From an optimization exercise on the open Yosys and OpenROAD flow, aimed at a short achievable clock period and few clock cycles; shortcuts taken in it are not production practice.
RTL that was checked went through simulation tests only; none was proved equivalent to the original.
Function not checked in runs 3 to 5: the RTL went through the layout flow alone.
Power is estimated from default activity; no workload was simulated.

`design/flow/config.mk`:
```
export PLATFORM = sky130hd
export DESIGN_NAME = dma_top
export DESIGN_NICKNAME = dma_top
export VERILOG_FILES = /design/flow/design.v
export SDC_FILE = /design/flow/constraint.sdc
export NUM_CORES = 4
export LEC_CHECK = 0
export CAP_MARGIN = 20
export CORE_MARGIN = 2
export CORE_UTILIZATION = 40
export SLEW_MARGIN = 20
export TNS_END_PERCENT = 100
```
`design/flow/flow/run.sh`:
```
#!/bin/bash
set -euo pipefail
bash standard.sh SETUP_SLACK_MARGIN=6.0 finish > make.log 2>&1
```
`design/flow/design.v`:
```
    localparam int ADDR_W     = 32;
    localparam int DATA_W     = 64;
    localparam int BEAT_BYTES = 8;
    localparam int REG_ADDR_W = 5;
    localparam logic [4:0] REG_SRC   = 5'h00;
    localparam logic [4:0] REG_DST   = 5'h08;
    localparam logic [4:0] REG_LEN   = 5'h10;
    localparam logic [4:0] REG_BURST = 5'h18;
    localparam logic [4:0] REG_CTRL  = 5'h1C;
    localparam int CTRL_START = 0;
    localparam int CTRL_DONE  = 1;
    localparam int CTRL_BUSY  = 2;
    localparam int FIFO_DEPTH = 24;
    localparam int FIFO_IDX_W = $clog2(FIFO_DEPTH);
    localparam int FREE_W     = FIFO_IDX_W + 1;
    localparam int BEATS_W    = 30;
`timescale 1ns/1ps
module dma_regs (
    input  logic        clk_i,
    input  logic        rst_i,
    input  logic        reg_en_i,
    input  logic        reg_we_i,
    input  logic [4:0]  reg_addr_i,
    input  logic [63:0] reg_wdata_i,
    input  logic        xfer_done_i,
    output logic [63:0] reg_rdata_o,
    output logic        start_o,
    output logic        busy_o,
    output logic [31:0] src_o,
    output logic [31:0] dst_o,
    output logic [31:0] len_o,
    output logic [7:0]  burst_o,
    output logic        done_o
);
    localparam int ADDR_W     = 32;
    localparam int DATA_W     = 64;
    localparam int BEAT_BYTES = 8;
    localparam int REG_ADDR_W = 5;
    localparam logic [4:0] REG_SRC   = 5'h00;
    localparam logic [4:0] REG_DST   = 5'h08;
    localparam logic [4:0] REG_LEN   = 5'h10;
    localparam logic [4:0] REG_BURST = 5'h18;
    localparam logic [4:0] REG_CTRL  = 5'h1C;
    localparam int CTRL_START = 0;
    localparam int CTRL_DONE  = 1;
    localparam int CTRL_BUSY  = 2;
    localparam int FIFO_DEPTH = 24;
    localparam int FIFO_IDX_W = $clog2(FIFO_DEPTH);
    localparam int FREE_W     = FIFO_IDX_W + 1;
    localparam int BEATS_W    = 30;
    logic [31:0] src_q;
    logic [31:0] dst_q;
    logic [31:0] len_q;
    logic [7:0]  burst_q;
    logic        start_q;
    logic        done_q;
    logic        busy_q;
    logic        wr_en;
    logic        start_wr;
    logic [63:0] ctrl_val;
    logic [63:0] rd_mux;
    assign wr_en    = reg_en_i && reg_we_i;
    assign start_wr = wr_en && (reg_addr_i == REG_CTRL) && reg_wdata_i[CTRL_START] && !busy_q;
    always_comb begin
        ctrl_val             = '0;
        ctrl_val[CTRL_START] = start_q;
        ctrl_val[CTRL_DONE]  = done_q;
        ctrl_val[CTRL_BUSY]  = busy_q;
    end
    always_comb begin
        case (reg_addr_i)
            REG_SRC:   rd_mux = 64'(src_q);
            REG_DST:   rd_mux = 64'(dst_q);
            REG_LEN:   rd_mux = 64'(len_q);
            REG_BURST: rd_mux = 64'(burst_q);
            REG_CTRL:  rd_mux = ctrl_val;
            default:   rd_mux = '0;
        endcase
    end
    always_ff @(posedge clk_i or negedge rst_i) begin
        if (!rst_i) begin
            src_q   <= '0;
            dst_q   <= '0;
            len_q   <= '0;
            burst_q <= '0;
            start_q <= 1'b0;
            done_q  <= 1'b0;
            busy_q  <= 1'b0;
        end else begin
            if (wr_en && !busy_q) begin
                case (reg_addr_i)
                    REG_SRC:   src_q   <= reg_wdata_i[ADDR_W-1:0];
                    REG_DST:   dst_q   <= reg_wdata_i[ADDR_W-1:0];
                    REG_LEN:   len_q   <= reg_wdata_i[31:0];
                    REG_BURST: burst_q <= reg_wdata_i[7:0];
                    default: ;
                endcase
            end
            if (start_wr) begin
                start_q <= 1'b1;
                busy_q  <= 1'b1;
                done_q  <= 1'b0;
            end else if (xfer_done_i) begin
                start_q <= 1'b0;
                busy_q  <= 1'b0;
                done_q  <= 1'b1;
            end
        end
    end
    always_ff @(posedge clk_i) begin
        if (reg_en_i && !reg_we_i) begin
            reg_rdata_o <= rd_mux;
        end
    end
    assign start_o = start_wr;
    assign busy_o  = busy_q;
    assign src_o   = src_q;
    assign dst_o   = dst_q;
    assign len_o   = len_q;
    assign burst_o = burst_q;
    assign done_o  = done_q;
endmodule
`timescale 1ns/1ps
module dma_fifo (
    input  logic        clk_i,
    input  logic        rst_i,
    input  logic        push_i,
    input  logic [63:0] data_i,
    input  logic        pop_i,
    output logic [63:0] head_o,
    output logic        empty_o
);
    localparam int ADDR_W     = 32;
    localparam int DATA_W     = 64;
    localparam int BEAT_BYTES = 8;
    localparam int REG_ADDR_W = 5;
    localparam logic [4:0] REG_SRC   = 5'h00;
    localparam logic [4:0] REG_DST   = 5'h08;
    localparam logic [4:0] REG_LEN   = 5'h10;
    localparam logic [4:0] REG_BURST = 5'h18;
    localparam logic [4:0] REG_CTRL  = 5'h1C;
    localparam int CTRL_START = 0;
    localparam int CTRL_DONE  = 1;
    localparam int CTRL_BUSY  = 2;
    localparam int FIFO_DEPTH = 24;
    localparam int FIFO_IDX_W = $clog2(FIFO_DEPTH);
    localparam int FREE_W     = FIFO_IDX_W + 1;
    localparam int BEATS_W    = 30;
    logic [63:0]           mem_q [FIFO_DEPTH];
    logic [FIFO_DEPTH-1:0] wr_oh_q;
    logic [FIFO_DEPTH-1:0] rd_oh_q;
    logic [FREE_W-1:0]     count_q;
    logic                  empty_q;
    always_comb begin
        head_o = '0;
        for (int i = 0; i < FIFO_DEPTH; i++) begin
            head_o = head_o | (mem_q[i] & {64{rd_oh_q[i]}});
        end
    end
    assign empty_o = empty_q;
    always_ff @(posedge clk_i) begin
        for (int i = 0; i < FIFO_DEPTH; i++) begin
            if (wr_oh_q[i]) begin
                mem_q[i] <= data_i;
            end
        end
    end
    always_ff @(posedge clk_i or negedge rst_i) begin
        if (!rst_i) begin
            wr_oh_q <= FIFO_DEPTH'(1);
            rd_oh_q <= FIFO_DEPTH'(1);
            count_q <= '0;
            empty_q <= 1'b1;
        end else begin
            if (push_i) begin
                wr_oh_q <= {wr_oh_q[FIFO_DEPTH-2:0], wr_oh_q[FIFO_DEPTH-1]};
            end
            if (pop_i) begin
                rd_oh_q <= {rd_oh_q[FIFO_DEPTH-2:0], rd_oh_q[FIFO_DEPTH-1]};
            end
            case ({push_i, pop_i})
                2'b10: begin
                    count_q <= count_q + 1'b1;
                    empty_q <= 1'b0;
                end
                2'b01: begin
                    count_q <= count_q - 1'b1;
                    empty_q <= (count_q == FREE_W'(1));
                end
                default: ;
            endcase
        end
    end
endmodule
`timescale 1ns/1ps
module dma_read_engine (
    input  logic        clk_i,
    input  logic        rst_i,
    input  logic        busy_i,
    input  logic [31:0] src_i,
    input  logic [31:0] len_i,
    input  logic [7:0]  burst_i,
    input  logic        load_i,       
    input  logic        free_i,       
    output logic        avail_o,      
    output logic [31:0] addr_o,
    output logic [7:0]  beats_o,
    output logic [7:0]  first_beats_o
);
    localparam int ADDR_W     = 32;
    localparam int DATA_W     = 64;
    localparam int BEAT_BYTES = 8;
    localparam int REG_ADDR_W = 5;
    localparam logic [4:0] REG_SRC   = 5'h00;
    localparam logic [4:0] REG_DST   = 5'h08;
    localparam logic [4:0] REG_LEN   = 5'h10;
    localparam logic [4:0] REG_BURST = 5'h18;
    localparam logic [4:0] REG_CTRL  = 5'h1C;
    localparam int CTRL_START = 0;
    localparam int CTRL_DONE  = 1;
    localparam int CTRL_BUSY  = 2;
    localparam int FIFO_DEPTH = 24;
    localparam int FIFO_IDX_W = $clog2(FIFO_DEPTH);
    localparam int FREE_W     = FIFO_IDX_W + 1;
    localparam int BEATS_W    = 30;
    localparam int SL_W = BEATS_W + 1;
    logic [31:0]        addr_q;
    logic [BEATS_W-1:0] left_q;      
    logic [SL_W-1:0]    l1_q;        
    logic [SL_W-1:0]    l2_q;        
    logic [4:0]         bmax_q;      
    logic [5:0]         bmax2_q;     
    logic [FREE_W-1:0]  free_q;      
    logic               prep_q;      
    logic               first_q;     
    logic               avail_q;
    logic [4:0]         bmax_cfg;
    logic [BEATS_W-1:0] beats_cfg;
    logic               full;        
    logic               more;        
    logic [4:0]         size;
    logic               take;
    logic               av_t0, av_t1, av_n0, av_n1;
    always_comb begin
        if (burst_i == 8'd0) begin
            bmax_cfg = 5'd1;
        end else if (burst_i > 8'd16) begin
            bmax_cfg = 5'd16;
        end else begin
            bmax_cfg = burst_i[4:0];
        end
    end
    assign beats_cfg = BEATS_W'(len_i[31:3]) + BEATS_W'(len_i[2:0] != 3'd0);
    always_comb begin
        if ((len_i[31:7] != '0) || ({1'b0, len_i[6:0]} > {bmax_cfg - 5'd1, 3'b000})) begin
            first_beats_o = 8'(bmax_cfg);
        end else begin
            first_beats_o = 8'(len_i[7:3]) + 8'(len_i[2:0] != 3'd0);
        end
    end
    assign full  = !l1_q[SL_W-1];
    assign more  = full && (l1_q != '0);
    assign size  = full ? bmax_q : left_q[4:0];
    assign avail_o = avail_q;
    assign addr_o  = addr_q;
    assign beats_o = 8'(size);
    assign take = load_i || first_q;
    assign av_t0 = more && ({1'b0, free_q} >= (FREE_W+1)'(bmax2_q));
    assign av_t1 = more && ({1'b0, free_q} + 1'b1 >= (FREE_W+1)'(bmax2_q));
    assign av_n0 = (left_q != '0) && (free_q >= FREE_W'(size));
    assign av_n1 = (left_q != '0) && ({1'b0, free_q} + 1'b1 >= (FREE_W+1)'(size));
    always_ff @(posedge clk_i) begin
        if (!busy_i) begin
            addr_q  <= src_i;
            left_q  <= beats_cfg;
            bmax_q  <= bmax_cfg;
            bmax2_q <= {bmax_cfg, 1'b0};
            free_q  <= FREE_W'(FIFO_DEPTH - 1);
        end else if (prep_q) begin
            l1_q <= SL_W'(left_q) - SL_W'(bmax_q);
            l2_q <= SL_W'(left_q) - SL_W'(bmax2_q);
        end else begin
            if (take) begin
                addr_q <= addr_q + {24'd0, size, 3'b000};
                if (full) begin
                    left_q <= l1_q[BEATS_W-1:0];
                    l1_q   <= l2_q;
                    l2_q   <= l2_q - SL_W'(bmax_q);
                end else begin
                    left_q <= '0;
                    l1_q   <= {SL_W{1'b1}};
                    l2_q   <= {SL_W{1'b1}};
                end
            end
            case ({take, free_i})
                2'b10:   free_q <= free_q - FREE_W'(size);
                2'b11:   free_q <= free_q - FREE_W'(size) + 1'b1;
                2'b01:   free_q <= free_q + 1'b1;
                default: ;
            endcase
        end
    end
    always_ff @(posedge clk_i or negedge rst_i) begin
        if (!rst_i) begin
            prep_q  <= 1'b0;
            first_q <= 1'b0;
            avail_q <= 1'b0;
        end else if (!busy_i) begin
            prep_q  <= (len_i != '0);
            first_q <= 1'b0;
            avail_q <= 1'b0;
        end else if (prep_q) begin
            prep_q  <= 1'b0;
            first_q <= 1'b1;
            avail_q <= 1'b0;
        end else begin
            first_q <= 1'b0;
            case ({take, free_i})
                2'b10:   avail_q <= av_t0;
                2'b11:   avail_q <= av_t1;
                2'b01:   avail_q <= av_n1;
                default: avail_q <= av_n0;
            endcase
        end
    end
endmodule
`timescale 1ns/1ps
module dma_write_engine (
    input  logic        clk_i,
    input  logic        rst_i,
    input  logic        busy_i,
    input  logic [31:0] dst_i,
    input  logic [31:0] len_i,
    input  logic [7:0]  burst_i,
    input  logic        load_i,       
    input  logic        wr_pend_i,    
    input  logic        burst_end_i,  
    input  logic        bdone_i,
    output logic [31:0] addr_o,
    output logic        last_o,
    output logic        xfer_done_o
);
    localparam int ADDR_W     = 32;
    localparam int DATA_W     = 64;
    localparam int BEAT_BYTES = 8;
    localparam int REG_ADDR_W = 5;
    localparam logic [4:0] REG_SRC   = 5'h00;
    localparam logic [4:0] REG_DST   = 5'h08;
    localparam logic [4:0] REG_LEN   = 5'h10;
    localparam logic [4:0] REG_BURST = 5'h18;
    localparam logic [4:0] REG_CTRL  = 5'h1C;
    localparam int CTRL_START = 0;
    localparam int CTRL_DONE  = 1;
    localparam int CTRL_BUSY  = 2;
    localparam int FIFO_DEPTH = 24;
    localparam int FIFO_IDX_W = $clog2(FIFO_DEPTH);
    localparam int FREE_W     = FIFO_IDX_W + 1;
    localparam int BEATS_W    = 30;
    logic [31:0]        addr_q;
    logic [BEATS_W-1:0] left_q;      
    logic               left_one_q;  
    logic               left_zero_q; 
    logic [7:0]         b_q;         
    logic [7:0]         cnt_q;       
    logic [BEATS_W-1:0] iss_q;       
    logic [BEATS_W-1:0] ack_q;       
    logic [7:0]         b_cfg;
    logic [BEATS_W-1:0] beats_cfg;
    logic [BEATS_W-1:0] left_dec;
    logic               acked;       
    logic               acked1;      
    assign b_cfg     = (burst_i == 8'd0) ? 8'd1 : burst_i;
    assign beats_cfg = BEATS_W'(len_i[31:3]) + BEATS_W'(len_i[2:0] != 3'd0);
    assign left_dec  = left_q - 1'b1;
    assign addr_o = addr_q;
    assign last_o = (cnt_q == 8'd1) || left_one_q;
    assign acked  = (iss_q == ack_q);
    assign acked1 = (iss_q == ack_q + 1'b1);
    assign xfer_done_o = busy_i && left_zero_q && !wr_pend_i &&
                         (acked || (acked1 && bdone_i));
    always_ff @(posedge clk_i) begin
        if (!busy_i) begin
            addr_q       <= dst_i;
            left_q       <= beats_cfg;
            left_one_q   <= (len_i[31:4] == '0) && (len_i[3] ? (len_i[2:0] == 3'd0) : (len_i[2:0] != 3'd0));
            left_zero_q  <= (len_i == '0);
            b_q          <= b_cfg;
            cnt_q        <= b_cfg;
            iss_q        <= '0;
            ack_q        <= '0;
        end else begin
            if (load_i) begin
                addr_q      <= addr_q + 32'(BEAT_BYTES);
                left_q      <= left_dec;
                left_one_q  <= (left_q == BEATS_W'(2));
                left_zero_q <= left_one_q;
                cnt_q       <= (cnt_q == 8'd1) ? b_q : (cnt_q - 1'b1);
            end
            if (burst_end_i) begin
                iss_q <= iss_q + 1'b1;
            end
            if (bdone_i) begin
                ack_q <= ack_q + 1'b1;
            end
        end
    end
endmodule
`timescale 1ns/1ps
module dma_bus_arbiter (
    input  logic        clk_i,
    input  logic        rst_i,
    input  logic        busy_i,
    input  logic        start_i,
    input  logic [31:0] src_i,
    input  logic [7:0]  first_beats_i,
    input  logic        first_valid_i,
    input  logic        rd_avail_i,
    input  logic [31:0] rd_addr_i,
    input  logic [7:0]  rd_beats_i,
    input  logic        wr_avail_i,
    input  logic [31:0] wr_addr_i,
    input  logic [63:0] wr_wdata_i,
    input  logic        wr_last_i,
    input  logic        mem_gnt_i,
    output logic        rd_load_o,
    output logic        wr_load_o,
    output logic        wr_pend_o,
    output logic        burst_end_o,
    output logic        mem_req_o,
    output logic        mem_we_o,
    output logic [31:0] mem_addr_o,
    output logic [63:0] mem_wdata_o,
    output logic [7:0]  mem_beats_o,
    output logic        mem_last_o
);
    localparam int ADDR_W     = 32;
    localparam int DATA_W     = 64;
    localparam int BEAT_BYTES = 8;
    localparam int REG_ADDR_W = 5;
    localparam logic [4:0] REG_SRC   = 5'h00;
    localparam logic [4:0] REG_DST   = 5'h08;
    localparam logic [4:0] REG_LEN   = 5'h10;
    localparam logic [4:0] REG_BURST = 5'h18;
    localparam logic [4:0] REG_CTRL  = 5'h1C;
    localparam int CTRL_START = 0;
    localparam int CTRL_DONE  = 1;
    localparam int CTRL_BUSY  = 2;
    localparam int FIFO_DEPTH = 24;
    localparam int FIFO_IDX_W = $clog2(FIFO_DEPTH);
    localparam int FREE_W     = FIFO_IDX_W + 1;
    localparam int BEATS_W    = 30;
    logic        req_q;
    logic        we_q;
    logic [31:0] addr_q;
    logic [7:0]  beats_q;
    logic [63:0] wdata_q;
    logic        last_q;
    logic        want;
    logic        rd_g, rd_ng, wr_g, wr_ng;
    logic        load;
    assign want  = rd_avail_i || wr_avail_i;
    assign rd_g  = busy_i && rd_avail_i;
    assign rd_ng = rd_g && !req_q;
    assign wr_g  = busy_i && !rd_avail_i && wr_avail_i;
    assign wr_ng = wr_g && !req_q;
    assign rd_load_o = (mem_gnt_i && rd_g) || rd_ng;
    assign wr_load_o = (mem_gnt_i && wr_g) || wr_ng;
    assign load      = !busy_i || rd_load_o || wr_load_o;
    assign wr_pend_o   = req_q && we_q;
    assign burst_end_o = req_q && we_q && last_q && mem_gnt_i;
    assign mem_req_o   = req_q;
    assign mem_we_o    = we_q;
    assign mem_addr_o  = addr_q;
    assign mem_wdata_o = wdata_q;
    assign mem_beats_o = beats_q;
    assign mem_last_o  = last_q;
    always_ff @(posedge clk_i or negedge rst_i) begin
        if (!rst_i) begin
            req_q <= 1'b0;
        end else if (!busy_i) begin
            req_q <= start_i && first_valid_i;
        end else begin
            req_q <= (busy_i && want) || (req_q && !mem_gnt_i);
        end
    end
    always_ff @(posedge clk_i) begin
        if (load) begin
            if (!busy_i) begin
                we_q    <= 1'b0;
                addr_q  <= src_i;
                beats_q <= first_beats_i;
                last_q  <= 1'b0;
            end else if (rd_avail_i) begin
                we_q    <= 1'b0;
                addr_q  <= rd_addr_i;
                beats_q <= rd_beats_i;
                last_q  <= 1'b0;
            end else begin
                we_q    <= 1'b1;
                addr_q  <= wr_addr_i;
                beats_q <= 8'd1;
                last_q  <= wr_last_i;
            end
        end
        if (wr_load_o) begin
            wdata_q <= wr_wdata_i;
        end
    end
endmodule
`timescale 1ns/1ps
module dma_top (
    input  logic        clk_i,
    input  logic        rst_i,
    input  logic        reg_en_i,
    input  logic        reg_we_i,
    input  logic [4:0]  reg_addr_i,
    input  logic [63:0] reg_wdata_i,
    output logic [63:0] reg_rdata_o,
    input  logic        mem_gnt_i,
    input  logic        mem_rvalid_i,
    input  logic [63:0] mem_rdata_i,
    input  logic        mem_bdone_i,
    output logic        mem_req_o,
    output logic        mem_we_o,
    output logic [31:0] mem_addr_o,
    output logic [63:0] mem_wdata_o,
    output logic [7:0]  mem_beats_o,
    output logic        mem_last_o,
    output logic        done_o
);
    localparam int ADDR_W     = 32;
    localparam int DATA_W     = 64;
    localparam int BEAT_BYTES = 8;
    localparam int REG_ADDR_W = 5;
    localparam logic [4:0] REG_SRC   = 5'h00;
    localparam logic [4:0] REG_DST   = 5'h08;
    localparam logic [4:0] REG_LEN   = 5'h10;
    localparam logic [4:0] REG_BURST = 5'h18;
    localparam logic [4:0] REG_CTRL  = 5'h1C;
    localparam int CTRL_START = 0;
    localparam int CTRL_DONE  = 1;
    localparam int CTRL_BUSY  = 2;
    localparam int FIFO_DEPTH = 24;
    localparam int FIFO_IDX_W = $clog2(FIFO_DEPTH);
    localparam int FREE_W     = FIFO_IDX_W + 1;
    localparam int BEATS_W    = 30;
    logic        start;
    logic        busy;
    logic [31:0] src;
    logic [31:0] dst;
    logic [31:0] len;
    logic [7:0]  burst;
    logic        xfer_done;
    logic        push;
    logic        pop;
    logic [63:0] head;
    logic        fifo_empty;
    logic        rd_avail;
    logic [31:0] rd_addr;
    logic [7:0]  rd_beats;
    logic [7:0]  first_beats;
    logic        rd_load;
    logic        wr_load;
    logic        wr_pend;
    logic        burst_end;
    logic        wr_avail;
    logic [31:0] wr_addr;
    logic [63:0] wr_wdata;
    logic        wr_last;
    dma_regs u_regs (
        .clk_i       (clk_i),
        .rst_i       (rst_i),
        .reg_en_i    (reg_en_i),
        .reg_we_i    (reg_we_i),
        .reg_addr_i  (reg_addr_i),
        .reg_wdata_i (reg_wdata_i),
        .xfer_done_i (xfer_done),
        .reg_rdata_o (reg_rdata_o),
        .start_o     (start),
        .busy_o      (busy),
        .src_o       (src),
        .dst_o       (dst),
        .len_o       (len),
        .burst_o     (burst),
        .done_o      (done_o)
    );
    assign wr_avail = !fifo_empty;
    assign wr_wdata = head;
    assign push     = busy && mem_rvalid_i;
    assign pop      = wr_load;
    dma_fifo u_fifo (
        .clk_i   (clk_i),
        .rst_i   (rst_i),
        .push_i  (push),
        .data_i  (mem_rdata_i),
        .pop_i   (pop),
        .head_o  (head),
        .empty_o (fifo_empty)
    );
    dma_read_engine u_read (
        .clk_i         (clk_i),
        .rst_i         (rst_i),
        .busy_i        (busy),
        .src_i         (src),
        .len_i         (len),
        .burst_i       (burst),
        .load_i        (rd_load),
        .free_i        (wr_load),
        .avail_o       (rd_avail),
        .addr_o        (rd_addr),
        .beats_o       (rd_beats),
        .first_beats_o (first_beats)
    );
    dma_write_engine u_write (
        .clk_i       (clk_i),
        .rst_i       (rst_i),
        .busy_i      (busy),
        .dst_i       (dst),
        .len_i       (len),
        .burst_i     (burst),
        .load_i      (wr_load),
        .wr_pend_i   (wr_pend),
        .burst_end_i (burst_end),
        .bdone_i     (mem_bdone_i),
        .addr_o      (wr_addr),
        .last_o      (wr_last),
        .xfer_done_o (xfer_done)
    );
    dma_bus_arbiter u_arb (
        .clk_i         (clk_i),
        .rst_i         (rst_i),
        .busy_i        (busy),
        .start_i       (start),
        .src_i         (src),
        .first_beats_i (first_beats),
        .first_valid_i (len != '0),
        .rd_avail_i    (rd_avail),
        .rd_addr_i     (rd_addr),
        .rd_beats_i    (rd_beats),
        .wr_avail_i    (wr_avail),
        .wr_addr_i     (wr_addr),
        .wr_wdata_i    (wr_wdata),
        .wr_last_i     (wr_last),
        .mem_gnt_i     (mem_gnt_i),
        .rd_load_o     (rd_load),
        .wr_load_o     (wr_load),
        .wr_pend_o     (wr_pend),
        .burst_end_o   (burst_end),
        .mem_req_o     (mem_req_o),
        .mem_we_o      (mem_we_o),
        .mem_addr_o    (mem_addr_o),
        .mem_wdata_o   (mem_wdata_o),
        .mem_beats_o   (mem_beats_o),
        .mem_last_o    (mem_last_o)
    );
endmodule
```
`design/flow/standard.sh`:
```
#!/bin/bash
# synth_recipe.tcl (not shown) runs the flow's synth.tcl, then flattens the netlist and writes it again
# the make line also repeats each setting of config.mk as NAME=value (left out here)
make -C /OpenROAD-flow-scripts/flow DESIGN_CONFIG=/design/flow/config.mk WORK_HOME=/design/flow/orfs CLKGATE_MAP_FILE= SYNTH_SCRIPT=/design/flow/synth_recipe.tcl "${@:-finish}"
```
`design/flow/constraint.sdc`:
```
create_clock -name core_clock -period 9.0 [get_ports {clk_i}]
set_input_delay 1.8000 -clock core_clock [delete_from_list [all_inputs] [get_ports {clk_i}]]
set_output_delay 1.8000 -clock core_clock [all_outputs]
set_load 0.01 [all_outputs]
```
==> results of run 1 <==
## cells in the mapped netlist (all sizes together), types with 13 or more instances
cell type | number | share of area [%]
xnor2 | 142 | 1.5
nor2 | 347 | 1.5
a221oi | 128 | 1.3
nor2b | 31 | 0.23
o21ai | 76 | 0.45
mux2 | 143 | 1.9
nor3b | 16 | 0.15
or3 | 35 | 0.27
dfxtp | 66 | 1.6
clkbuf | 232 | 1.0
inv | 58 | 0.26
a21oi | 185 | 1.1
nand3 | 147 | 0.89
nand2 | 220 | 0.98
edfxtp | 1881 | 67
ha | 60 | 0.89
and3 | 29 | 0.22
and2 | 28 | 0.21
buf | 118 | 0.71
xor2 | 132 | 1.4
nand4 | 188 | 1.4
or4 | 21 | 0.19
a22oi | 526 | 4.7
dfrtp | 162 | 4.8
o31ai | 14 | 0.13
nor4 | 51 | 0.40
nor3 | 60 | 0.38
a22o | 146 | 1.5
mux2i | 86 | 1.0
nand2b | 13 | 0.097
## metrics by stage
step | std cells | worst slack (ps)
2_1_floorplan | 5529 | 5270
3_3_place_gp | 8308 | 3480
3_5_place_dp | 8308 | 3460
4_1_cts | 8757 | 5540
5_1_grt | 8798 | 5560
6_report | 8800 | 5610
## flip-flops by register name, summed over array words and instances, names as in the netlist, 31 cells and up
register	flops
u_arb.addr_q	32
u_arb.wdata_q	64
u_fifo.mem_q	1536
u_read.addr_q	32
u_read.l1_q	31
u_read.l2_q	31
u_regs.dst_q	32
u_regs.len_q	32
u_regs.reg_rdata_o	32
u_regs.src_q	32
u_write.addr_q	32
## layout by cell type (no fill, tap or decap), types with 109 or more instances in the layout
master        n
a221oi_1    128
a21oi_1     177
a22oi_1     526
nand3_1     139
buf_2       130
edfxtp_1   1881
a22o_1      146
buf_4       134
xnor2_1     141
clkbuf_16   221
nand4_1     187
dfrtp_1     109
xor2_1      131
nand2_1     215
nor2_1      339
## metal layers
metal	GRT usage (%)	up-vias
met5	0	-
met4	6.77	22
met3	4.24	448
met2	38.3	2507
met1	31.3	27300
li1	-	22300
## how the worst max path moves through the flow
stage	startpoint	to	slack, ps	depth (start not counted)
after CTS	u_arb.wdata_q[56]$_DFFE_PP_	mem_wdata_o[56]	5540	1
after floorplan	mem_gnt_i	u_fifo.count_q[5]$_DFFE_PN0P_	5270	12
after global routing	u_arb.wdata_q[27]$_DFFE_PP_	mem_wdata_o[27]	5560	1
after detailed placement	mem_gnt_i	u_fifo.count_q[5]$_DFFE_PN0P_	3460	11
after global placement	mem_gnt_i	u_fifo.count_q[5]$_DFFE_PN0P_	3480	11
final	u_arb.wdata_q[27]$_DFFE_PP_	mem_wdata_o[27]	5610	1
## power by group through the flow
stage          clock network (mW)  registers [mW]  logic [mW]
2_1_floorplan                   0            11.6        1.15
3_3_place_gp                    0            11.7        1.89
3_5_place_dp                    0            11.7        1.93
4_1_cts                      9.11            11.5        2.01
5_1_grt                      9.49            11.5        2.31
6_report                     9.00            11.5        2.12
## repair_timing
action / in CTS / in global routing
buffers inserted: 49 / 30
pin swaps: 27 / 42
endpoints found under the setup margin: 674 / 318
gates cloned: 8 / 2
gates resized for setup: 680 / 105
hold buffers: 0 / 0
## logic make-up after synthesis
| family | after synthesis |
|---|---|
| and+or+nand+nor | 1232 |
| xor gates and xnor gates | 274 |
| buffers and inverters | 408 |
| adders and majority gates | 65 |
| muxes | 237 |
| AOI/OAI and AO/OA | 1166 |
| other | 1 |
| DFF | 2112 |
## area by class of cell
cell class | count | area, µm² | area share, %
sequential | 2112 | 62100 | 63.2
multi-input combinational | 3013 | 21900 | 22.3
clock buffer | 285 | 5860 | 5.96
tap | 2805 | 3510 | 3.57
timing repair buffer | 409 | 3330 | 3.39
clock inverter | 107 | 1260 | 1.28
inverter | 58 | 254 | 0.258
antenna | 10 | 25.0 | 0.0255
timing repair inverter | 1 | 8.76 | 0.00891
==> metrics.md, run 1 <==
| Metric | Value |
|---|---|
| Global-route wire length before repair | `about 360 mm` |
| Utilization after layout | `between 40% and 50%` |
| P_int | `17.2 mW` |
| EDFF count, synth | `~1.9k` |
| Top sig layer | `met5` |
| Clk sink count | `2,112` |
| RSZ-0062 raised after global routing | `true` |
| Reg2reg setup slack | `between 5000 and 6000 ps` |
| Post-DP HPWL | `roughly 130 mm` |
| Critical R2R Launch | `u_regs.burst_q[6]$_DFFE_PN0P_` |
| Cells along the critical path | `buf_2` |
| Worst-case clock buffer depth | `3` |
| Length in cells of the worst reg-to-reg path | `11` |
| Tmin final | `~3400 ps` |
| Initial antenna violation count | `31` |
| Die H | `roughly 460 µm` |
| Setup crit end kind | `output port` |
| Final Cycle Share | `between 30% and 40%` |
| Hold path cells | `1` |
| P&R area growth vs syn | `16.7%` |
| CP Max Fanout | `1` |
| Hold_ws | `between 400 and 500 ps` |
| Sequential-to-total area share from yosys stat | `roughly three quarters` |
| Number of port buffers | `245` |
| Via-to-Cell Ratio | `approximately 6.0` |
| Chip Width | `around 460 µm` |
| Status | `no timing/DRC/antenna violations` |
| Fin Setup TNS | `0 ps` |
| Die Footprint | `~0.21 mm²` |
| Congestion Overflow GR | `0` |
| Ratio of cells with drive above 1 in the final layout | `16.2%` |
| Synthesized flop and latch total | `roughly 2.1k` |
| Routed wl met3 | `between 20 and 25 mm` |
| Fin area | `roughly 0.1 mm²` |
| Largest stage delay, worst path | `540 ps` |
| DRT Pass-1 Iters | `6` |
| Simple logic cell fraction of the synthesized area | `around 7.4%` |
| Core ar. | `between 0.2 and 0.25 mm²` |
| Crit path kind | `reg -> out` |
| Initial core utilization | `approximately two fifths` |
| Synth Instances | `around 5.5k` |
| DRC | `0` |
| Worst-Skew Late Latency | `~900 ps` |
| Nets | `approximately 6k` |
| Drt total wl | `approximately 260 mm` |
| Comb power frac | `9.4%` |
| Pins Over Slew Limit | `0` |
| Critical path data arrival time | `1590 ps` |
| Relative slew slack | `between 20% and 30%` |
| Pwr dens | `between 200 and 250 mW/mm²` |
| Met1 WL | `103 mm` |
| CTS root buf | `clkbuf_16` |
| Reg2Reg Capture Point | `u_arb.beats_q[2]$_DFFE_PP_` |
| Final setup violating endpoints | `0` |
| Post-synth ARST share | `about 7.8%` |
| Sw frac | `23.9%` |
| Met2 wire length | `approximately 120 mm` |
| Number of global-route vias before repair | `slightly above 50k` |
| Total track usage | `between 20% and 30%` |
| Max cap viols | `0` |
| Worst Hold Class | `reg -> reg` |
| Seq pwr share | `50.8%` |
| Yosys Warn Count | `6` |
| Largest net degree at the start of global routing | `between 100 and 150` |
| Final Hold Vio Count | `0` |
| Net Sw Power | `around 5.4 mW` |
| Row Count | `~170` |
| Fin Clk Skew | `90.0 ps` |
| Total CTS buffers | `roughly 210` |
| Xor-xnor portion of the synthesized cell area | `about 2.8%` |
| I/O pin total | `312` |
| Worst vdd ir | `0.204 mV` |
| Post-synthesis compound-gate area fraction | `10.1%` |
| Kind of cell adding the most delay to the critical path | `flip-flops` |
| Syn_area_per_cell | `15.3 µm²` |
| WP data required | `between 7000 and 8000 ps` |
| Placed Area | `between 0.09 and 0.1 mm²` |
| Critical path launch point type | `flop` |
| Iteration-0 DRC Markers | `slightly above 6k` |
| CTS tree | `done` |
| Gpl congestion | `0.854` |
| Filler cell count | `approximately 18k` |
| DR WL/cell | `~29 µm` |
| Routed vias | `52.6k` |
| Antenna Violating Nets Remaining | `0` |
| Top FF cell, synth | `edfxtp_1` |
| Power Total | `approximately 23 mW` |
| Peak Freq | `295 MHz` |
| Hold Startpoint | `u_fifo.count_q[5]$_DFFE_PN0P_` |
| Crit-path slowest cell | `edfxtp_1` |
| Clk network pwr share | `about two fifths` |
| Worst path buffer plus inverter count | `1` |
| Htree depth | `4` |
| Worst Tran Pin Value | `approximately 1100 ps` |
| Clk slew on worst S/H paths | `approximately 60 ps` |
| Mux contribution to synthesized area | `approximately 3.1%` |
| Lkg Pwr | `between 30 and 40 nW` |
| Area of the mapped netlist | `0.0843 mm²` |
| Distinct cells, synth | `78` |
| Largest family of logic cells by synthesized area | `compound AO/OA/AOI/OAI gates` |
| Sink of the worst hold path | `u_fifo.count_q[5]$_DFFE_PN0P_` |
| Adder-cell share of the synthesized area | `between 1 and 1.5%` |
Testbench counts, summed over its fixed seeds: cycles 23,733.
==> inputs of run 2 (changes only) <==
--- a/design/flow/config.mk
+++ b/design/flow/config.mk
@@ -7,6 +7,6 @@
 export LEC_CHECK = 0
 export CAP_MARGIN = 20
 export CORE_MARGIN = 2
-export CORE_UTILIZATION = 40
+export CORE_UTILIZATION = 60
 export SLEW_MARGIN = 20
 export TNS_END_PERCENT = 100
==> metrics.md, run 2 <==
| Metric | Value |
|---|---|
| DRT Pass-1 Iters | `6 (unchanged)` |
| Sequential-to-total area share from yosys stat | `73.5% (unchanged)` |
| Gpl congestion | `0.875 (+2.4%)` |
| Largest net degree at the start of global routing | `95 (-8.7%)` |
| Number of flip-flops in the largest register | `1,536 (unchanged)` |
| Core ar. | `0.140 mm² (-33%)` |
| Congestion Overflow GR | `0 (unchanged)` |
| Syn_area_per_cell | `15.3 µm² (unchanged)` |
| Synthesized flop and latch total | `2,112 (unchanged)` |
| Length in cells of the worst reg-to-reg path | `13 (+2)` |
| Critical path data arrival time | `1550 ps (-40 ps)` |
| Number of global-route vias before repair | `50.2k (-1.6%)` |
| Antenna Violating Nets Remaining | `0 (unchanged)` |
| Yosys Warn Count | `6 (unchanged)` |
| Synth area leaders | `edfxtp_1 (67%), dfrtp_1 (4.8%), a22oi_1 (4.7%)` |
| Initial core utilization | `60.4% (+20 points)` |
| Lkg Pwr | `32.2 nW (-1.1%)` |
| Commonest non-fill, non-tap cell in the layout | `edfxtp_1` |
| Peak Freq | `298 MHz (+1.2%)` |
| Critical R2R Launch | `u_read.l1_q[30]$_DFFE_PP_` |
| Iteration-0 DRC Markers | `6,087 (-1.2%)` |
| Sw frac | `23.9% (about the same)` |
| Number of port buffers | `245 (unchanged)` |
| Status | `no timing/DRC/antenna violations` |
| Synth Instances | `5,495 (unchanged)` |
| Pwr dens | `228 mW/mm² (-0.66%)` |
| Post-synth ARST share | `7.81% (unchanged)` |
| Pins Over Slew Limit | `0 (unchanged)` |
| Fin Clk Skew | `40.8 ps (-49.2 ps)` |
| Top FF cell, synth | `edfxtp_1` |
| Tmin final | `3350 ps (-40.6 ps)` |
| CTS tree | `done` |
| I/O pin total | `312 (unchanged)` |
| Relative slew slack | `17.3% (-6.9 points)` |
| Nets | `5,973 (-0.67%)` |
| Hold_ws | `462 ps (-11.4 ps)` |
| Reg2Reg Capture Point | `u_read.addr_q[31]$_DFFE_PP_` |
| Reg2reg setup slack | `5950 ps (about the same)` |
| Distinct cells, synth | `78 (unchanged)` |
| Setup crit end kind | `output port` |
| Final Hold Vio Count | `0 (unchanged)` |
| Worst path buffer plus inverter count | `1 (unchanged)` |
| Ratio of cells with drive above 1 in the final layout | `15.4% (-0.80 points)` |
| Die H | `379 µm (-18%)` |
| P&R area growth vs syn | `14.1%` |
| RSZ-0062 raised after global routing | `true` |
| Chip Width | `379 µm (-18%)` |
| Routed vias | `52.3k (-0.62%)` |
| Worst vdd ir | `0.197 mV (-3.5%)` |
| Net Sw Power | `5.24 mW (-2.9%)` |
| Clk sink count | `2,112 (unchanged)` |
| Largest stage delay, worst path | `510 ps (-30 ps)` |
| Row Count | `137 (-18%)` |
| WP data required | `7200 ps (about the same)` |
| Cell accounting for the most synthesized area | `edfxtp_1` |
| P_int | `16.7 mW (-2.8%)` |
| Final Cycle Share | `37.2% (-0.45 points)` |
| EDFF count, synth | `1,881 (unchanged)` |
| Commonest non-fill, non-tap cells in the layout | `edfxtp_1 (1,881), a22oi_1 (526), nor2_1 (339)` |
| Synth cell count leaders | `edfxtp_1 (1,881), a22oi_1 (526), nor2_1 (347), clkbuf_1 (232), nand2_1 (220)` |
| Kind of cell adding the most delay to the critical path | `flip-flops` |
| Worst Tran Pin Value | `1230 ps (+94.3 ps)` |
| Cell depth of the worst setup path | `1 (unchanged)` |
| Largest regs | `u_fifo.mem_q: 1536 flops, u_arb.wdata_q: 64 flops` |
| Reg with most FFs | `u_fifo.mem_q` |
| Synth top area share | `67.0% (unchanged)` |
| Total track usage | `33.7% (+11 points)` |
| Seq pwr share | `52.3% (+1.5 points)` |
| Cells along the critical path | `buf_2` |
| Die Footprint | `0.143 mm² (-33%)` |
| Worst setup path end | `mem_wdata_o[43]` |
| Total CTS buffers | `205 (-3.8%)` |
| Via-to-Cell Ratio | `6.68 (+12%)` |
| Comb power frac | `9.3% (about the same)` |
| Crit-path slowest cell | `edfxtp_1` |
| Worst Hold Class | `reg -> reg` |
| Crit path from | `u_arb.wdata_q[43]$_DFFE_PP_` |
| Fin Setup TNS | `0 ps (unchanged)` |
| Post-DP HPWL | `126 mm (-5.0%)` |
| Global-route wire length before repair | `346 mm (-5.1%)` |
| Utilization after layout | `68.9% (+22 points)` |
| Clk network pwr share | `38.4% (-1.4 points)` |
| Area of the mapped netlist | `0.0843 mm² (unchanged)` |
| DR WL/cell | `31.1 µm (+6.7%)` |
| Drt total wl | `243 mm (-5.2%)` |
| Final setup violating endpoints | `0 (unchanged)` |
| Worst-case clock buffer depth | `3 (unchanged)` |
| CP Max Fanout | `1 (unchanged)` |
| Htree depth | `4 (unchanged)` |
| Critical path launch point type | `flop` |
| DRC | `0 (unchanged)` |
| Max cap viols | `0 (unchanged)` |
| Crit path kind | `reg -> out` |
| Count leader, synth | `edfxtp_1` |
| Clk slew on worst S/H paths | `60 ps (about the same)` |
| CTS root buf | `clkbuf_16` |
| Initial antenna violation count | `19 (-39%)` |
| Worst-Skew Late Latency | `850 ps (-30 ps)` |
[run 2: cell counts after synthesis]
Identical to the previous run, type by type.
[run 2: how the worst min path moves through the flow]
stage | startpoint | endpoint | cells after the start
floorplan | u_fifo.count_q[5]$_DFFE_PN0P_ | u_fifo.count_q[5]$_DFFE_PN0P_ | 1
finish | u_fifo.count_q[5]$_DFFE_PN0P_ | u_fifo.count_q[5]$_DFFE_PN0P_ | 1
detailed placement | u_fifo.count_q[5]$_DFFE_PN0P_ | u_fifo.count_q[5]$_DFFE_PN0P_ | 1
global route | u_fifo.count_q[5]$_DFFE_PN0P_ | u_fifo.count_q[5]$_DFFE_PN0P_ | 1
CTS | u_fifo.count_q[5]$_DFFE_PN0P_ | u_fifo.count_q[5]$_DFFE_PN0P_ | 1
global placement | u_fifo.count_q[5]$_DFFE_PN0P_ | u_fifo.count_q[5]$_DFFE_PN0P_ | 1
[run 2: layer usage]
| metal | global-route usage [%] | up-vias | part of all wire [%] |
|---|---|---|---|
| met4 | 11.2 | 20 | 3.1 |
| met1 | 46.4 | 26700 | 39 |
| met5 | 0 | - | 0.052 |
| met3 | 5.81 | 469 | 9.7 |
| met2 | 55.0 | 2877 | 48 |
| li1 | - | 22200 | - |
[run 2: layout make-up]
type	instances	area, µm²
tap	1876	2350
clock buffer	266	5600
multi-input combinational	3013	21800
fill	9561	43400
timing repair inverter	2	17.5
inverter	58	256
timing repair buffer	376	2980
sequential	2112	62100
antenna	8	20.0
clock inverter	110	1020
[run 2: metrics by stage]
| stage | setup WS (ps) | area (µm²) | total power, mW | std cells |
|---|---|---|---|---|
| 6_report | 5650 | 96100 | 21.9 | 7821 |
| 4_1_cts | 5610 | 95600 | 21.9 | 7790 |
| 3_5_place_dp | 4020 | 88900 | 13.6 | 7374 |
| 2_1_floorplan | 5270 | 84900 | 12.8 | 5529 |
| 3_3_place_gp | 4040 | 88800 | 13.5 | 7373 |
| 5_1_grt | 5630 | 96100 | 22.6 | 7819 |
[run 2: worst reg2reg max path, stage by stage, from the launching register on]
cell,delay [ps]
edfxtp_1,440
buf_12,180
mux2_4,290
ha_4,160
inv_2,40
fa_2,360
nor2b_2,130
o21ai_2,80
a21boi_2,230
o2111ai_4,220
buf_12,240
nor4_4,150
xnor2_1,150
a21oi_1,80
[run 2: kinds of logic after synthesis]
family	count (synthesis)	synth area share (%)
DFF	2112	73.5
adders and majority gates	65	1.01
muxes	237	3.15
xor gates and xnor gates	274	2.85
buffers and inverters	408	2.00
and+or+nand+nor	1232	7.41
AOI/OAI and AO/OA	1166	10.1
other	1	0.00445
[run 2: power by group through the flow]
stage	Combinational, mW	Clock [mW]	Sequential, mW
finish	2.04	8.44	11.5
global route	2.22	8.89	11.5
CTS	1.95	8.50	11.5
detailed placement	1.90	0	11.7
global placement	1.87	0	11.7
floorplan	1.15	0	11.6
[run 2: what timing repair did]
item / in CTS / in global routing
hold buffers: 0 / 0
pin swaps: 20 / 33
endpoints found under the setup margin: 662 / 372
cloned: 7 / 0
buffers inserted: 33 / 23
resized for setup: 660 / 77
==> inputs of run 3 (changes only) <==
--- a/design/flow/design.v
+++ b/design/flow/design.v
@@ -107,8 +107,10 @@
             end
         end
     end
-    always_ff @(posedge clk_i) begin
-        if (reg_en_i && !reg_we_i) begin
+    always_ff @(posedge clk_i or negedge rst_i) begin
+        if (!rst_i) begin
+            reg_rdata_o <= '0;
+        end else if (reg_en_i && !reg_we_i) begin
             reg_rdata_o <= rd_mux;
         end
     end
@@ -483,27 +485,35 @@
             req_q <= (busy_i && want) || (req_q && !mem_gnt_i);
         end
     end
-    always_ff @(posedge clk_i) begin
-        if (load) begin
-            if (!busy_i) begin
-                we_q    <= 1'b0;
-                addr_q  <= src_i;
-                beats_q <= first_beats_i;
-                last_q  <= 1'b0;
-            end else if (rd_avail_i) begin
-                we_q    <= 1'b0;
-                addr_q  <= rd_addr_i;
-                beats_q <= rd_beats_i;
-                last_q  <= 1'b0;
-            end else begin
-                we_q    <= 1'b1;
-                addr_q  <= wr_addr_i;
-                beats_q <= 8'd1;
-                last_q  <= wr_last_i;
+    always_ff @(posedge clk_i or negedge rst_i) begin
+        if (!rst_i) begin
+            we_q    <= 1'b0;
+            addr_q  <= '0;
+            beats_q <= '0;
+            last_q  <= 1'b0;
+            wdata_q <= '0;
+        end else begin
+            if (load) begin
+                if (!busy_i) begin
+                    we_q    <= 1'b0;
+                    addr_q  <= src_i;
+                    beats_q <= first_beats_i;
+                    last_q  <= 1'b0;
+                end else if (rd_avail_i) begin
+                    we_q    <= 1'b0;
+                    addr_q  <= rd_addr_i;
+                    beats_q <= rd_beats_i;
+                    last_q  <= 1'b0;
+                end else begin
+                    we_q    <= 1'b1;
+                    addr_q  <= wr_addr_i;
+                    beats_q <= 8'd1;
+                    last_q  <= wr_last_i;
+                end
+            end
+            if (wr_load_o) begin
+                wdata_q <= wr_wdata_i;
             end
-        end
-        if (wr_load_o) begin
-            wdata_q <= wr_wdata_i;
         end
     end
 endmodule
==> metrics.md, run 3 <==
| Metric | Value |
|---|---|
| Reg2reg setup slack | `6020 ps (+70 ps)` |
| Fin Clk Skew | `58.1 ps (+17.3 ps)` |
| Length in cells of the worst reg-to-reg path | `14 (+1)` |
| Row Count | `137 (unchanged)` |
| Sequential-to-total area share from yosys stat | `72.5% (-0.97 points)` |
| Clk sink count | `2,112 (unchanged)` |
| Ratio of cells with drive above 1 in the final layout | `17.2% (+1.8 points)` |
| Synth top area share | `62.0% (-5.0 points)` |
| Antenna Violating Nets Remaining | `0 (unchanged)` |
| DRT Pass-1 Iters | `8 (+2)` |
| Gpl congestion | `0.877 (+0.21%)` |
| Synth cell count leaders | `edfxtp_1 (1,745), a22o_1 (365), a221oi_1 (321), dfrtp_1 (298), clkbuf_1 (285)` |
| Clk slew on worst S/H paths | `60 ps (about the same)` |
| Quantity of hold-fixing buffers added after cts | `0 (unchanged)` |
| Filler cell count | `9,392 (-1.8%)` |
| Total track usage | `35.0% (+1.3 points)` |
| Critical path launch point type | `flop` |
| Count leader, synth | `edfxtp_1` |
| Cell accounting for the most synthesized area | `edfxtp_1` |
| P&R area growth vs syn | `15.7%` |
| Number of port buffers | `245 (unchanged)` |
| Initial antenna violation count | `13 (-6)` |
| Crit path kind | `reg -> out` |
| Area of the mapped netlist | `0.0844 mm² (+0.22%)` |
| Status | `no timing/DRC/antenna violations` |
| DR WL/cell | `31.9 µm (+2.7%)` |
| Reg with most FFs | `u_fifo.mem_q` |
| Crit path from | `u_arb.wdata_q[31]$_DFFE_PN0P_` |
| Core ar. | `0.140 mm² (unchanged)` |
| Cell depth of the worst setup path | `1 (unchanged)` |
| Lkg Pwr | `33.6 nW (+4.4%)` |
| Die H | `379 µm (+0.11%)` |
| Placed cells | `7,364 (-0.14%)` |
| Post-DP HPWL | `130 mm (+3.1%)` |
| Utilization after layout | `70.0% (+1.2 points)` |
| Hold path cells | `1 (unchanged)` |
| Total CTS buffers | `208 (+1.5%)` |
| Critical R2R Launch | `u_regs.burst_q[4]$_DFFE_PN0P_` |
| Pins Over Slew Limit | `0 (unchanged)` |
| I/O pin total | `312 (unchanged)` |
| Worst-Skew Late Latency | `860 ps (about the same)` |
| Commonest non-fill, non-tap cell in the layout | `edfxtp_1` |
| Via-to-Cell Ratio | `6.78 (+1.5%)` |
| Worst vdd ir | `0.204 mV (+4.0%)` |
| Commonest non-fill, non-tap cells in the layout | `edfxtp_1 (1,745), a22o_1 (365), a221oi_1 (321)` |
| Fin Setup TNS | `0 ps (unchanged)` |
| Die Footprint | `0.144 mm² (+0.22%)` |
| Worst setup path end | `mem_wdata_o[31]` |
| Worst Tran Pin Value | `1140 ps (-92.9 ps)` |
| Synth Instances | `5,513 (+0.33%)` |
| WP data required | `7200 ps (about the same)` |
| CTS tree | `done` |
| Distinct cells, synth | `81 (+3.8%)` |
| Reg2Reg Capture Point | `u_arb.beats_q[4]$_DFFE_PN0P_` |
| Iteration-0 DRC Markers | `6,061 (-0.43%)` |
| Congestion Overflow GR | `0 (unchanged)` |
| Worst path buffer plus inverter count | `1 (unchanged)` |
| Htree depth | `4 (unchanged)` |
| Yosys Warn Count | `6 (unchanged)` |
| Relative slew slack | `24.1% (+6.8 points)` |
| Nets | `6,079 (+1.8%)` |
| DRC | `0 (unchanged)` |
| Crit-path slowest cell | `dfrtp_2` |
| Kind of cell adding the most delay to the critical path | `flip-flops` |
| Global-route wire length before repair | `360 mm (+4.1%)` |
| Max cap viols | `0 (unchanged)` |
| Setup crit end kind | `output port` |
| Number of flip-flops in the largest register | `1,536 (unchanged)` |
| Fin worst setup slack | `5710 ps (+58.5 ps)` |
| Post-synth ARST share | `14.3% (+6.4 points)` |
| Pwr dens | `230 mW/mm² (+0.80%)` |
| CP Max Fanout | `2 (+1)` |
| Largest regs | `u_fifo.mem_q: 1536 flops, u_arb.wdata_q: 64 flops` |
| Largest stage delay, worst path | `490 ps (-20 ps)` |
| Initial core utilization | `60.5% (+0.13 points)` |
| Power Total | `22.5 mW (+2.5%)` |
| Synthesized flop and latch total | `2,112 (unchanged)` |
| Syn_area_per_cell | `15.3 µm² (-0.11%)` |
| Final Cycle Share | `36.6% (-0.65 points)` |
| Number of global-route vias before repair | `51.2k (+2.0%)` |
| Placed Area | `0.0892 mm² (+0.40%)` |
| Post-route insts no fill | `7,936 (+1.5%)` |
| Peak Freq | `304 MHz (+1.8%)` |
| Top FF cell, synth | `edfxtp_1` |
| Fin area | `0.0977 mm² (+1.7%)` |
| Pre-CTS setup slack | `3810 ps (-209 ps)` |
| Chip Width | `379 µm (+0.11%)` |
| Drt total wl | `253 mm (+4.2%)` |
| Hold_ws | `471 ps (+9.47 ps)` |
| Tmin final | `3290 ps (-58.5 ps)` |
| Final Hold Vio Count | `0 (unchanged)` |
| CTS root buf | `clkbuf_16` |
| RSZ-0062 raised after global routing | `true` |
| Largest net degree at the start of global routing | `141 (+48%)` |
| Worst-case clock buffer depth | `3 (unchanged)` |
| Routed vias | `53.8k (+3.0%)` |
| Synth area leaders | `edfxtp_1 (62%), dfrtp_1 (8.8%), a22o_1 (3.8%)` |
| Final setup violating endpoints | `0 (unchanged)` |
| Cells along the critical path | `buf_6` |
| Worst Hold Class | `reg -> reg` |
| EDFF count, synth | `1,745 (-7.2%)` |
| Critical path data arrival time | `1490 ps (-60 ps)` |
[run 3: area by class of cell]
class / instances / area [µm²] / area share [%]
timing repair buffer: 496 / 4330 / 4.43
antenna: 7 / 17.5 / 0.0179
tap: 1876 / 2350 / 2.40
timing repair inverter: 2 / 32.5 / 0.0333
clock buffer: 297 / 5720 / 5.85
clock inverter: 92 / 880 / 0.900
inverter: 56 / 241 / 0.247
sequential: 2112 / 61500 / 62.9
multi-input combinational: 2998 / 22700 / 23.2
[run 3: cell families after synthesis]
| family | synth area share, % |
|---|---|
| and+or+nand+nor | 6.35 |
| AOI/OAI and AO/OA | 12.0 |
| adders and majority gates | 1.01 |
| other | 0.00444 |
| xor gates and xnor gates | 3.02 |
| muxes | 2.98 |
| DFF | 72.5 |
| buffers and inverters | 2.11 |
[run 3: metal layers]
metal  up-vias  global-route usage (%)  wire (µm)
met4         8                    11.1       7390
met2      2947                    56.1     121000
met5         -                       0         54
li1      22600                       -          -
met3       433                    6.30      25000
met1     27800                    49.2      99400
[run 3: report_power, final]
part / switching [mW] / internal, mW / total, mW
registers: 0.458 / 11.1 / 11.5
clock network: 3.72 / 4.67 / 8.39
logic: 1.38 / 1.21 / 2.58
total: 5.55 / 16.9 / 22.5
[run 3: how the worst min path moves through the flow]
| stage | end | from |
|---|---|---|
| 2_1_floorplan | u_fifo.count_q[5]$_DFFE_PN0P_ | u_fifo.count_q[5]$_DFFE_PN0P_ |
| 6_report | u_arb.addr_q[24]$_DFFE_PN0P_ | u_arb.addr_q[24]$_DFFE_PN0P_ |
| 3_5_place_dp | u_arb.addr_q[28]$_DFFE_PN0P_ | u_arb.addr_q[28]$_DFFE_PN0P_ |
| 4_1_cts | u_arb.addr_q[28]$_DFFE_PN0P_ | u_arb.addr_q[28]$_DFFE_PN0P_ |
| 5_1_grt | u_arb.addr_q[24]$_DFFE_PN0P_ | u_arb.addr_q[24]$_DFFE_PN0P_ |
| 3_3_place_gp | u_arb.addr_q[26]$_DFFE_PN0P_ | u_arb.addr_q[26]$_DFFE_PN0P_ |
[run 3: worst register-to-register path, stage by stage, from the launching register on]
cell and delay (ps):
dfrtp_2 440, nor4_4 320, buf_4 180, buf_6 100, buf_6 90, inv_1 70
a21oi_1 140, ha_1 290, nand4_1 130, o22ai_2 100, o31ai_4 230, buf_6 170
mux2i_1 220, o22ai_1 110, mux2_4 290
[run 3: timing repair]
item / in CTS / in global routing
setup endpoints to repair: 658 / 330
setup buffers: 110 / 58
resized for setup: 716 / 103
cloned: 7 / 1
pin swaps: 23 / 44
==> inputs of run 4 (changes only) <==
==> design/flow/flow/run.sh (replaced) <==
#!/bin/bash
set -euo pipefail
bash standard.sh SETUP_SLACK_MARGIN=6.5 finish > make.log 2>&1
==> metrics.md, run 4 <==
| Metric | Value |
|---|---|
| Status | `no timing/DRC/antenna violations` |
| Clk network pwr share | `37.3% (about the same)` |
| Crit path kind | `reg -> out` |
| Relative slew slack | `17.7% (-6.5 points)` |
| Worst-Skew Late Latency | `850 ps (about the same)` |
| Largest stage delay, worst path | `490 ps (about the same)` |
| Chip Width | `379 µm (unchanged)` |
| Synthesized flop and latch total | `2,112 (unchanged)` |
| Cell accounting for the most synthesized area | `edfxtp_1` |
| Lkg Pwr | `35.1 nW (+4.7%)` |
| DR WL/cell | `33.0 µm (+3.4%)` |
| Commonest non-fill, non-tap cell in the layout | `edfxtp_1` |
| Total CTS buffers | `205 (-1.4%)` |
| Number of flip-flops in the largest register | `1,536 (unchanged)` |
| Die Footprint | `0.144 mm² (unchanged)` |
| Distinct cells, synth | `81 (unchanged)` |
| Pwr dens | `230 mW/mm² (about the same)` |
| Fin area | `0.101 mm² (+3.7%)` |
| CTS tree | `done` |
| Synth cell count leaders | `edfxtp_1 (1,745), a22o_1 (365), a221oi_1 (321), dfrtp_1 (298), clkbuf_1 (285)` |
| Synth area leaders | `edfxtp_1 (62%), dfrtp_1 (8.8%), a22o_1 (3.8%)` |
| Largest net degree at the start of global routing | `104 (-26%)` |
| Congestion Overflow GR | `0 (unchanged)` |
| Largest regs | `u_fifo.mem_q: 1536 flops, u_arb.wdata_q: 64 flops` |
| CP Max Fanout | `2 (unchanged)` |
| Peak Freq | `305 MHz (+0.41%)` |
| Pins Over Slew Limit | `0 (unchanged)` |
| Worst Tran Pin Value | `1230 ps (+96.8 ps)` |
| Top FF cell, synth | `edfxtp_1` |
| Final Hold Vio Count | `0 (unchanged)` |
| Final setup violating endpoints | `0 (unchanged)` |
| Fin Setup TNS | `0 ps (unchanged)` |
| P&R area growth vs syn | `20.0%` |
| Sw frac | `25.1% (+0.42 points)` |
| Worst vdd ir | `0.226 mV (+10%)` |
| Syn_area_per_cell | `15.3 µm² (unchanged)` |
| Post-DP HPWL | `132 mm (+1.5%)` |
| Initial core utilization | `60.5% (unchanged)` |
| I/O pin total | `312 (unchanged)` |
| Fin Clk Skew | `31.9 ps (-26.2 ps)` |
| P_int | `17.5 mW (+3.2%)` |
| Antenna Violating Nets Remaining | `0 (unchanged)` |
| Tmin final | `3280 ps (-13.4 ps)` |
| Worst Hold Class | `reg -> reg` |
| Yosys Warn Count | `6 (unchanged)` |
| Ratio of cells with drive above 1 in the final layout | `23.0% (+5.7 points)` |
| Worst path buffer plus inverter count | `1 (unchanged)` |
| EDFF count, synth | `1,745 (unchanged)` |
| Area of the mapped netlist | `0.0844 mm² (unchanged)` |
| Count leader, synth | `edfxtp_1` |
| Kind of cell adding the most delay to the critical path | `flip-flops` |
| Max cap viols | `0 (unchanged)` |
| Final Cycle Share | `36.4% (-0.15 points)` |
| Crit-path slowest cell | `dfrtp_2` |
| Cells along the critical path | `buf_6` |
| Number of port buffers | `245 (unchanged)` |
| Initial antenna violation count | `19 (+6)` |
| Seq pwr share | `49.4% (-1.8 points)` |
| CTS root buf | `clkbuf_16` |
| WP data required | `7200 ps (about the same)` |
| Core ar. | `0.140 mm² (unchanged)` |
| Synth top area share | `62.0% (unchanged)` |
| Routed vias | `55.2k (+2.6%)` |
| DRT Pass-1 Iters | `5 (-3)` |
| Row Count | `137 (unchanged)` |
| Number of global-route vias before repair | `52.9k (+3.4%)` |
| Critical path launch point type | `flop` |
| Quantity of hold-fixing buffers added after cts | `0 (unchanged)` |
| Commonest non-fill, non-tap cells in the layout | `edfxtp_1 (1,745), a22o_1 (365), a221oi_1 (321)` |
| Worst-case clock buffer depth | `3 (unchanged)` |
| Clk slew on worst S/H paths | `60 ps (about the same)` |
| Die H | `379 µm (unchanged)` |
| RSZ-0062 raised after global routing | `true` |
| Sequential-to-total area share from yosys stat | `72.5% (unchanged)` |
| Setup crit end kind | `output port` |
| Via-to-Cell Ratio | `6.81 (+0.47%)` |
| Hold_ws | `475 ps (+4.03 ps)` |
| Clk sink count | `2,112 (unchanged)` |
| Total track usage | `36.5% (+1.5 points)` |
| DRC | `0 (unchanged)` |
| Synth Instances | `5,513 (unchanged)` |
| Net Sw Power | `5.86 mW (+5.5%)` |
| Htree depth | `4 (unchanged)` |
| Reg with most FFs | `u_fifo.mem_q` |
| Placed Area | `0.0895 mm² (+0.30%)` |
| Global-route wire length before repair | `374 mm (+3.9%)` |
| Critical path data arrival time | `1480 ps (about the same)` |
| Utilization after layout | `72.7% (+2.6 points)` |
| Comb power frac | `13.3% (+1.8 points)` |
| Iteration-0 DRC Markers | `6,671 (+10%)` |
| Nets | `6,242 (+2.7%)` |
| Gpl congestion | `0.860 (-1.9%)` |
| Post-synth ARST share | `14.3% (unchanged)` |
| Drt total wl | `267 mm (+5.6%)` |
run 4: cells by family after synthesis:
kind of cell / after synthesis / synth area share [%]
xor gates and xnor gates: 291 / 3.02
adders and majority gates: 65 / 1.01
AOI/OAI and AO/OA: 1309 / 12.0
DFF: 2112 / 72.5
muxes: 227 / 2.98
and+or+nand+nor: 1070 / 6.35
buffers and inverters: 438 / 2.11
other: 1 / 0.00444
run 4: layout make-up:
class	instances	area, µm²
timing repair inverter	4	71.3
antenna	9	22.5
timing repair buffer	659	6220
clock buffer	286	5750
inverter	56	270
sequential	2112	61500
fill	9029	38200
tap	1876	2350
clock inverter	105	1110
multi-input combinational	2999	24100
run 4: metal layers:
metal / part of all wire (%) / vias up / global-route usage [%]
met3: 9.8 / 591 / 6.31
met4: 4.0 / 16 / 13.8
met5: 0.039 / - / 0
met2: 49 / 3149 / 59.4
met1: 38 / 28600 / 49.6
li1: - / 22900 / -
run 4: worst paths after layout:
path | slack [ps] | cells after the start | to | startpoint
worst min-delay path | 480 | 1 | u_arb.addr_q[27]$_DFFE_PN0P_ | u_arb.addr_q[27]$_DFFE_PN0P_
worst min register to register | 480 | 1 | u_arb.addr_q[27]$_DFFE_PN0P_ | u_arb.addr_q[27]$_DFFE_PN0P_
min in group asynchronous | 900 | 1 | u_regs.start_q$_DFFE_PN0P_ | rst_i
max in group asynchronous | 6640 | 2 | u_fifo.wr_oh_q[20]$_DFFE_PN0P_ | rst_i
worst max-delay path | 5720 | 1 | mem_wdata_o[44] | u_arb.wdata_q[44]$_DFFE_PN0P_
worst max register to register | 5880 | 14 | u_read.addr_q[31]$_DFFE_PP_ | u_read.l1_q[30]$_DFFE_PP_
run 4: power by group through the flow:
stage	registers, mW	logic, mW	clock network [mW]
6_report	11.5	3.10	8.70
2_1_floorplan	11.6	1.38	0
4_1_cts	11.5	2.68	8.74
5_1_grt	11.6	3.31	9.11
3_5_place_dp	11.7	2.31	0
3_3_place_gp	11.7	2.26	0
run 4: repair_timing:
action,in CTS,in global routing
resized for setup,921,253
gates cloned,15,6
setup endpoints to repair,833,728
pin swaps,121,136
buffers inserted,190,135
run 4: worst register-to-register path, delay by kind of cell, from the launching register on:
kind / cells / cell delay, ps
flops: 1 / 430
xor+xnor: 1 / 130
fa+ha+maj: 2 / 550
mux: 1 / 310
buf+inv: 3 / 350
compound gates: 4 / 520
simple gates: 3 / 540
run 4: per-stage QoR:
stage	power [mW]	std cells	setup slack, ps
global route	24.0	8105	5680
floorplan	13.0	5546	5310
detailed placement	14.0	7359	3630
finish	23.3	8106	5720
CTS	22.9	7955	5680
global placement	13.9	7359	3680
==> inputs of run 5 (changes only) <==
==> design/flow/flow/run.sh (replaced) <==
#!/bin/bash
set -euo pipefail
bash standard.sh SETUP_SLACK_MARGIN=7.0 finish > make.log 2>&1
==> metrics.md, run 5 <==
| Metric | Value |
|---|---|
| Cell accounting for the most synthesized area | `edfxtp_1` |
| Routed vias | `58.5k (+6.0%)` |
| RSZ-0062 raised after global routing | `true` |
| Hold_ws | `469 ps (-6.45 ps)` |
| Yosys Warn Count | `6 (unchanged)` |
| Commonest non-fill, non-tap cells in the layout | `edfxtp_1 (1,745), a22o_1 (365), a221oi_1 (320)` |
| DRC | `0 (unchanged)` |
| P&R area growth vs syn | `27.1%` |
| I/O pin total | `312 (unchanged)` |
| Top FF cell, synth | `edfxtp_1` |
| Worst vdd ir | `0.197 mV (-13%)` |
| Status | `no timing/DRC/antenna violations` |
| Hold Startpoint | `u_arb.addr_q[27]$_DFFE_PN0P_` |
| EDFF count, synth | `1,745 (unchanged)` |
| Die Footprint | `0.144 mm² (unchanged)` |
| Crit path kind | `reg -> out` |
| Initial antenna violation count | `26 (+7)` |
| Crit-path slowest cell | `dfrtp_2` |
| Global-route wire length before repair | `400 mm (+6.8%)` |
| Hold path cells | `1 (unchanged)` |
| Final Cycle Share | `37.1% (+0.69 points)` |
| Number of port buffers | `245 (unchanged)` |
| Syn_area_per_cell | `15.3 µm² (unchanged)` |
| Total CTS buffers | `206 (+0.49%)` |
| Core ar. | `0.140 mm² (unchanged)` |
| Pins Over Slew Limit | `0 (unchanged)` |
| Worst-case clock buffer depth | `3 (unchanged)` |
| Iteration-0 DRC Markers | `7,721 (+16%)` |
| Htree depth | `4 (unchanged)` |
| Synthesized flop and latch total | `2,112 (unchanged)` |
| Worst-Skew Late Latency | `850 ps (about the same)` |
| Pwr dens | `223 mW/mm² (-3.0%)` |
| Cells along the critical path | `buf_6` |
| Synth top area share | `62.0% (unchanged)` |
| Clk slew on worst S/H paths | `60 ps (about the same)` |
| Sink of the worst hold path | `u_arb.addr_q[27]$_DFFE_PN0P_` |
| Post-route insts no fill | `8,340 (+2.9%)` |
| Initial core utilization | `60.5% (unchanged)` |
| Utilization after layout | `76.9% (+4.2 points)` |
| Final Hold Vio Count | `0 (unchanged)` |
| Filler cell count | `7,992 (-11%)` |
| Relative slew slack | `37.5% (+20 points)` |
| Placed cells | `7,357 (-0.027%)` |
| Reg with most FFs | `u_fifo.mem_q` |
| Gpl congestion | `0.847 (-1.5%)` |
| Ratio of cells with drive above 1 in the final layout | `30.1% (+7.2 points)` |
| Via-to-Cell Ratio | `7.02 (+3.0%)` |
| Pre-CTS setup slack | `3690 ps (+55.5 ps)` |
| Length in cells of the worst reg-to-reg path | `14 (unchanged)` |
| Commonest non-fill, non-tap cell in the layout | `edfxtp_1` |
| Number of global-route vias before repair | `55.8k (+5.4%)` |
| Tmin final | `3340 ps (+61.7 ps)` |
| Largest stage delay, worst path | `570 ps (+80 ps)` |
| Worst Tran Pin Value | `937 ps (-297 ps)` |
| Post-DP HPWL | `131 mm (-1.1%)` |
| Critical path launch point type | `flop` |
| Count leader, synth | `edfxtp_1` |
| CTS root buf | `clkbuf_16` |
| CP Max Fanout | `2 (unchanged)` |
| Total track usage | `39.4% (+2.9 points)` |
| DRT Pass-1 Iters | `6 (+1)` |
| Die H | `379 µm (unchanged)` |
| Post-synth ARST share | `14.3% (unchanged)` |
| Critical R2R Launch | `u_read.l1_q[30]$_DFFE_PP_` |
| Reg2Reg Capture Point | `u_read.addr_q[31]$_DFFE_PP_` |
| Setup crit end kind | `output port` |
| Largest regs | `u_fifo.mem_q: 1536 flops, u_arb.wdata_q: 64 flops` |
| Critical path data arrival time | `1540 ps (+60 ps)` |
| Number of flip-flops in the largest register | `1,536 (unchanged)` |
| Row Count | `137 (unchanged)` |
| Synth Instances | `5,513 (unchanged)` |
run 5: cell counts after synthesis:
Identical to the previous run, type by type.
run 5: routing by layer:
layer  vias to the layer above  share of wire [%]  GRT usage [%]
met5                         -              0.043              0
met4                        20                6.1           18.4
met3                       988                 11           7.33
met2                      4165                 48           64.1
met1                     29900                 35           51.7
li1                      23400                  -              -
run 5: layout make-up:
| type | count | area [µm²] | area share [%] |
|---|---|---|---|
| Multi-Input combinational cell | 3007 | 26000 | 24.2 |
| Timing Repair inverter | 8 | 211 | 0.197 |
| Sequential cell | 2112 | 61500 | 57.4 |
| Antenna cell | 15 | 37.5 | 0.0350 |
| Clock inverter | 98 | 1030 | 0.962 |
| Inverter | 56 | 264 | 0.246 |
| Timing Repair Buffer | 880 | 10200 | 9.53 |
| Tap cell | 1876 | 2350 | 2.19 |
| Clock buffer | 288 | 5660 | 5.27 |
run 5: worst max path at each step:
stage                                             start                       endpoint  slack, ps  cells after the start
after CTS                 u_arb.wdata_q[57]$_DFFE_PN0P_                mem_wdata_o[57]       5700                      1
after global placement                        mem_gnt_i  u_read.free_q[4]$_SDFFE_PN1P_       3770                     13
after global routing          u_regs.done_q$_DFFE_PN0P_                         done_o       5630                      1
after detailed placement                      mem_gnt_i  u_read.free_q[4]$_SDFFE_PN1P_       3690                     13
final                         u_regs.done_q$_DFFE_PN0P_                         done_o       5660                      1
after floorplan                               mem_gnt_i    u_read.addr_q[10]$_DFFE_PP_       5310                      4
run 5: where the power goes:
| group | internal [mW] | switching [mW] |
|---|---|---|
| sequential | 11.1 | 0.501 |
| clock | 4.81 | 3.80 |
| combinational | 1.85 | 1.94 |
run 5: kinds of logic after synthesis:
group                    Yosys count  share of synthesized area (%)
multiplexers                     227                           2.98
AO/OA/AOI/OAI                   1309                           12.0
buffers and inverters            438                           2.11
AND/OR/NAND/NOR                 1070                           6.35
other                              1                        0.00444
adder cells (fa/ha/maj)           65                           1.01
XOR/XNOR                         291                           3.02
flip-flops                      2112                           72.5
run 5: timing repair:
| item | CTS | global route |
|---|---|---|
| resized for setup | 1446 | 448 |
| gates cloned | 69 | 19 |
| endpoints found under the setup margin | 3477 | 1419 |
| setup buffers | 353 | 141 |
| endpoints found under the hold margin | 0 | 0 |
| pin swaps | 230 | 231 |
run 5: through the flow:
step / total power, mW / cell area (µm²)
3_3_place_gp: 14.0 / 89900
5_1_grt: 24.6 / 107000
4_1_cts: 23.4 / 104000
6_report: 23.9 / 107000
2_1_floorplan: 13.0 / 86600
3_5_place_dp: 14.0 / 89900

Re-timed with assumed drivers on the ports (clkbuf_16 on the clock, buf_2 on other inputs), run 5 has 5.576 ns of setup slack against 5.659 ns with ideal ports, and 5.121 ns once port delays also move by the mid clock arrival of 0.915 ns.
